Background: an optimization exercise with open tools, aiming at small area and a short achievable clock period. Do not read the settings as production practice.
In this exercise RTL edits were held to simulation tests only and were not proved equivalent to the original.
No activity file was given, so power comes from the tool's default toggle rates.

==> flow/design.v (excerpt) <==
module data_mem_responder #(
  parameter int DEPTH       = 128,
  parameter int WAIT_CYCLES = 2
) (
  input  logic        clk_i,
  input  logic        rst_i,
  input  logic        req_i,
  input  logic        we_i,
  input  logic [31:0] addr_i,
  input  logic [31:0] data_i,
  output logic        ack_o,
  output logic [31:0] data_o,
  output logic        err_o,
  output logic        busy_o
);
clock: 6.0 ns
lec_check: 0
abc_clock_period_in_ps: 2500
cap_margin: 20
core_aspect_ratio: 0.5
core_margin: 2
core_utilization: 55
cts_cluster_diameter: 100
cts_cluster_size: 28
place_density: 0.7
setup_slack_margin: 3.7
slew_margin: 20
run.sh (not shown) runs the stock make flow with config.mk's settings and CLKGATE_MAP_FILE= SYNTH_SCRIPT=/design/flow/synth_recipe.tcl, a recipe that flattens the netlist after the stock synthesis.
The baseline went through all stages and came out clean.
==> next run, changes <==
CORE_ASPECT_RATIO = unset   (was 0.5)
CORE_UTILIZATION = 65   (was 55)
PLACE_DENSITY = 0.75   (was 0.7)
Via count went down by 3.9%. Wire length came out lower by 10%. Clock skew came out higher by 11 ps. Count of clock-buffer cells in the layout fell by 11. Synthesized cell count stays the same. Design area shrinks by 1.5%. First-iteration DRC count shrinks by 19%. Area after synthesis is unchanged.
==> next run, changes <==
CORE_UTILIZATION = 55   (was 65)
PLACE_DENSITY = 0.7   (was 0.75)
SETUP_SLACK_MARGIN = 3.45   (was 3.7)
Effect: The changed run ran to the end with no violations. Non-clock buffer count decreases by 122. Synthesized area is unchanged. Cell area is lower by 2.4%. Sequential power is about the same. Total power goes down by 0.51%. Worst hold slack improves by 24 ps. Register-to-register slack got worse by 220 ps. Sequential cell count does not change. Clock-buffer cell count is lower by 5. Final cell count goes up by about 2.6%. Routed wire length grows by about 1.9%.
==> next run, changes <==
CORE_UTILIZATION = 45   (was 55)
CTS_CLUSTER_SIZE = 30   (was 28)
PLACE_DENSITY = 0.65   (was 0.7)
SETUP_SLACK_MARGIN = 3.6   (was 3.45)
Via count is lower by a few percent.
Routed wire length rose slightly.
Clock-buffer cell count went down by 11.

========
build 9:
Another version of the RTL of data_mem_responder (not shown whole).
Size in the first run: roughly 6800 cells after synthesis, roughly 4400 flip-flops, about 100 I/O pins, about 110000 um2 of cells after synthesis.
clock: 6.0 ns
lec_check: 0
cap_margin: 20
core_margin: 2
core_utilization: 55
cts_cluster_diameter: 100
cts_cluster_size: 28
place_density: 0.7
setup_slack_margin: 3.6
slew_margin: 20
synth_hierarchical: 1
synth_minimum_keep_size: 0
standard.sh (not shown) runs the stock make flow with config.mk's settings and CLKGATE_MAP_FILE= SYNTH_SCRIPT=/design/flow/synth_recipe.tcl, a recipe that flattens the netlist after the stock synthesis.
==> flow/flow/run.sh <==
#!/bin/bash
# Layout: the standard ORFS flow (standard.sh), unchanged except for placement: the
# handshake pins are kept together as one group, each register that drives an output port
# is moved next to its port buffer after global placement (then legalized as usual),
# timing-driven global placement weights its critical nets harder, and the port buffers
# start as plain buf_2 cells (repair resizes them as usual).
set -uo pipefail
cd "$(dirname "${BASH_SOURCE[0]}")/.."
bash standard.sh \
  "IO_CONSTRAINTS=$PWD/flow/io.tcl" \
  "POST_GLOBAL_PLACE_TCL=$PWD/flow/near_pins.tcl" \
  "GLOBAL_PLACEMENT_ARGS=-timing_driven_net_weight_max 6 -timing_driven_nets_percentage 20" \
  "BUFFER_PORTS_ARGS=-buffer_cell sky130_fd_sc_hd__buf_2" \
  finish > flow_standard.log 2>&1
status=$?
tail -n 20 flow_standard.log
exit $status
==> flow/flow/io.tcl <==
# keep the handshake pins side by side, next to the control logic that drives them
set_io_pin_constraint -group -order -pin_names {req_i we_i busy_o ack_o err_o}
==> flow/flow/near_pins.tcl <==
# After global placement: move each register that drives an output port next to that
# port's output buffer (which sits at the pin), so the register-to-pin wire is short.
# Detailed placement legalizes the moved cells afterwards.
set block [ord::get_db_block]
set moved 0
foreach bterm [$block getBTerms] {
  if {[$bterm getIoType] ne "OUTPUT"} { continue }
  set net [$bterm getNet]
  if {$net eq "NULL"} { continue }
  foreach it [$net getITerms] {
    if {![$it isOutputSignal]} { continue }
    set buf [$it getInst]
    foreach bit [$buf getITerms] {
      if {![$bit isInputSignal]} { continue }
      set inet [$bit getNet]
      if {$inet eq "NULL"} { continue }
      foreach dit [$inet getITerms] {
        if {![$dit isOutputSignal]} { continue }
        set drv [$dit getInst]
        if {![[$drv getMaster] isSequential]} { continue }
        lassign [$buf getLocation] x y
        $drv setLocation $x $y
        $drv setPlacementStatus PLACED
        incr moved
      }
    }
  }
}
puts "near_pins: moved $moved output registers next to their port buffers"
Build 9 reached the end of the flow, and the finished layout is clean on the timing, design-rule and antenna checks.
Relative to build 9, the following input files were edited for build 37:
==> flow/flow/run.sh <==
#!/bin/bash
# Layout: the standard ORFS flow (standard.sh), unchanged except for two placement
# options: timing-driven global placement weights its critical nets harder, and the port
# buffers start as plain buf_2 cells (repair resizes them as usual).
set -uo pipefail
cd "$(dirname "${BASH_SOURCE[0]}")/.."
bash standard.sh \
  "GLOBAL_PLACEMENT_ARGS=-timing_driven_net_weight_max 6 -timing_driven_nets_percentage 20" \
  "BUFFER_PORTS_ARGS=-buffer_cell sky130_fd_sc_hd__buf_2" \
  finish > flow_standard.log 2>&1
status=$?
tail -n 20 flow_standard.log
exit $status
removed: flow/flow/io.tcl
removed: flow/flow/near_pins.tcl
## What came out
- Clock network fraction of design power essentially unchanged between build 9 and build 37.
- [build 37] total routing resource utilization after global routing fell 0.26 points relative to build 9
- Summary: final critical path time including I/O delays and setup, build 37 worse than build 9
- Total leakage power: build 37 vs build 9 down 0.64%
--- input diff build 37..build 65 ---
Settings: PLACE_DENSITY now 0.65, was 0.7; CORE_UTILIZATION now 50, was 55.
==> flow/run.sh (new file) <==
#!/bin/bash
# synth_recipe.tcl (not shown) runs the flow's synth.tcl, then flattens the netlist and writes it again
# the make line also repeats each setting of config.mk as NAME=value (left out here)
make -C /OpenROAD-flow-scripts/flow DESIGN_CONFIG=/design/flow/config.mk WORK_HOME=/design/flow/orfs CLKGATE_MAP_FILE= SYNTH_SCRIPT=/design/flow/synth_recipe.tcl finish
removed: flow/flow/run.sh
removed: flow/standard.sh
### Flow results
- Build 65 was carried through to the last stage, and its layout satisfied the timing, design-rule and antenna checks.
- Relative to build 37, total detailed-routing wirelength has gone up in build 65.
- Relative to build 37, ratio of final minimum period to clock period has decreased by 0.36 points in build 65.
- Total power: build 65 above build 37
- Compared with build 37, build 65 shows minimum setup slack in the final design higher by 0.021 ns.
--- input diff build 65..build 55 ---
Settings: PLACE_DENSITY: 0.65 -> 0.7; CORE_UTILIZATION: 50 -> 55.
==> comparison <==
- Between build 65 and build 55, sequential share of layout area is higher for build 55, build 65 comes in under that.
- Build 55: cell area after placement lower than build 65
- Die boundary height: build 55 < build 65
- Fraction of cell area in non-clock buffers, build 65 and build 55: higher on build 65
- Build 55 — final worst-path cycle share 0.25 points higher, build 65 as reference
- Between build 65 and build 55, cell total after placement is higher for build 65, build 55 comes in under that.
- Going from build 65 to build 55, number of standard-cell rows in the floorplan lost 9, summed area of non-filler cells in the final layout shows a reduction of about 1.2%, overall power decreased by 0.29 mW relative to the old numbers, total track usage has increased.
- Number of buffers other than clock buffers in the final layout in build 55 is 60 lower than in build 65

==> afterwards: timing with drivers on the ports <==
No port has a modelled driver above. Below, the same layouts with a new extraction and two added sets of constraints.
Step 1, drivers: a clkbuf_16 drives clk_i and a buf_2 each remaining input, both assumed.
Step 2 times the ports against the registers' clock, not the clock port: input delays grow and output delays shrink by t, the midpoint of the rising clock arrivals with the driver on.
a / b / c = ideal ports / drivers / drivers and shift; a / b = the first two.
| run | shift t [ns] | setup slack, ns | latest minus earliest clock arrival (ns) | slew at the worst register clock pin (ns) | cell pins on the clock port's net |
|---|---|---|---|---|---|
| the first run of note 1 | 0.996 | 3.346 / 3.243 / 2.679 | 0.052 / 0.052 | 0.12 / 0.12 | 1 |
| the second run of note 1 | 0.975 | 3.370 / 3.278 / 2.705 | 0.071 / 0.070 | 0.12 / 0.12 | 1 |
| the third run of note 1 | 0.954 | 3.335 / 3.266 / 2.558 | 0.040 / 0.039 | 0.11 / 0.11 | 1 |
| the fourth run of note 1 | 0.984 | 3.349 / 3.271 / 2.704 | 0.049 / 0.049 | 0.12 / 0.12 | 1 |
| build 9 | 0.944 | 3.419 / 3.335 / 2.934 | 0.036 / 0.036 | 0.11 / 0.11 | 1 |
| build 37 | 0.942 | 3.272 / 3.190 / 3.040 | 0.041 / 0.041 | 0.11 / 0.11 | 1 |
| build 65 | 0.938 | 3.293 / 3.205 / 2.693 | 0.061 / 0.061 | 0.11 / 0.11 | 1 |
| build 55 | 0.936 | 3.278 / 3.190 / 2.712 | 0.036 / 0.036 | 0.11 / 0.11 | 1 |
After both steps every run listed still meets setup and hold. For the third run of note 1, which loses most, drivers alone change the setup slack by -0.069 ns; drivers and shift together by -0.777 ns.
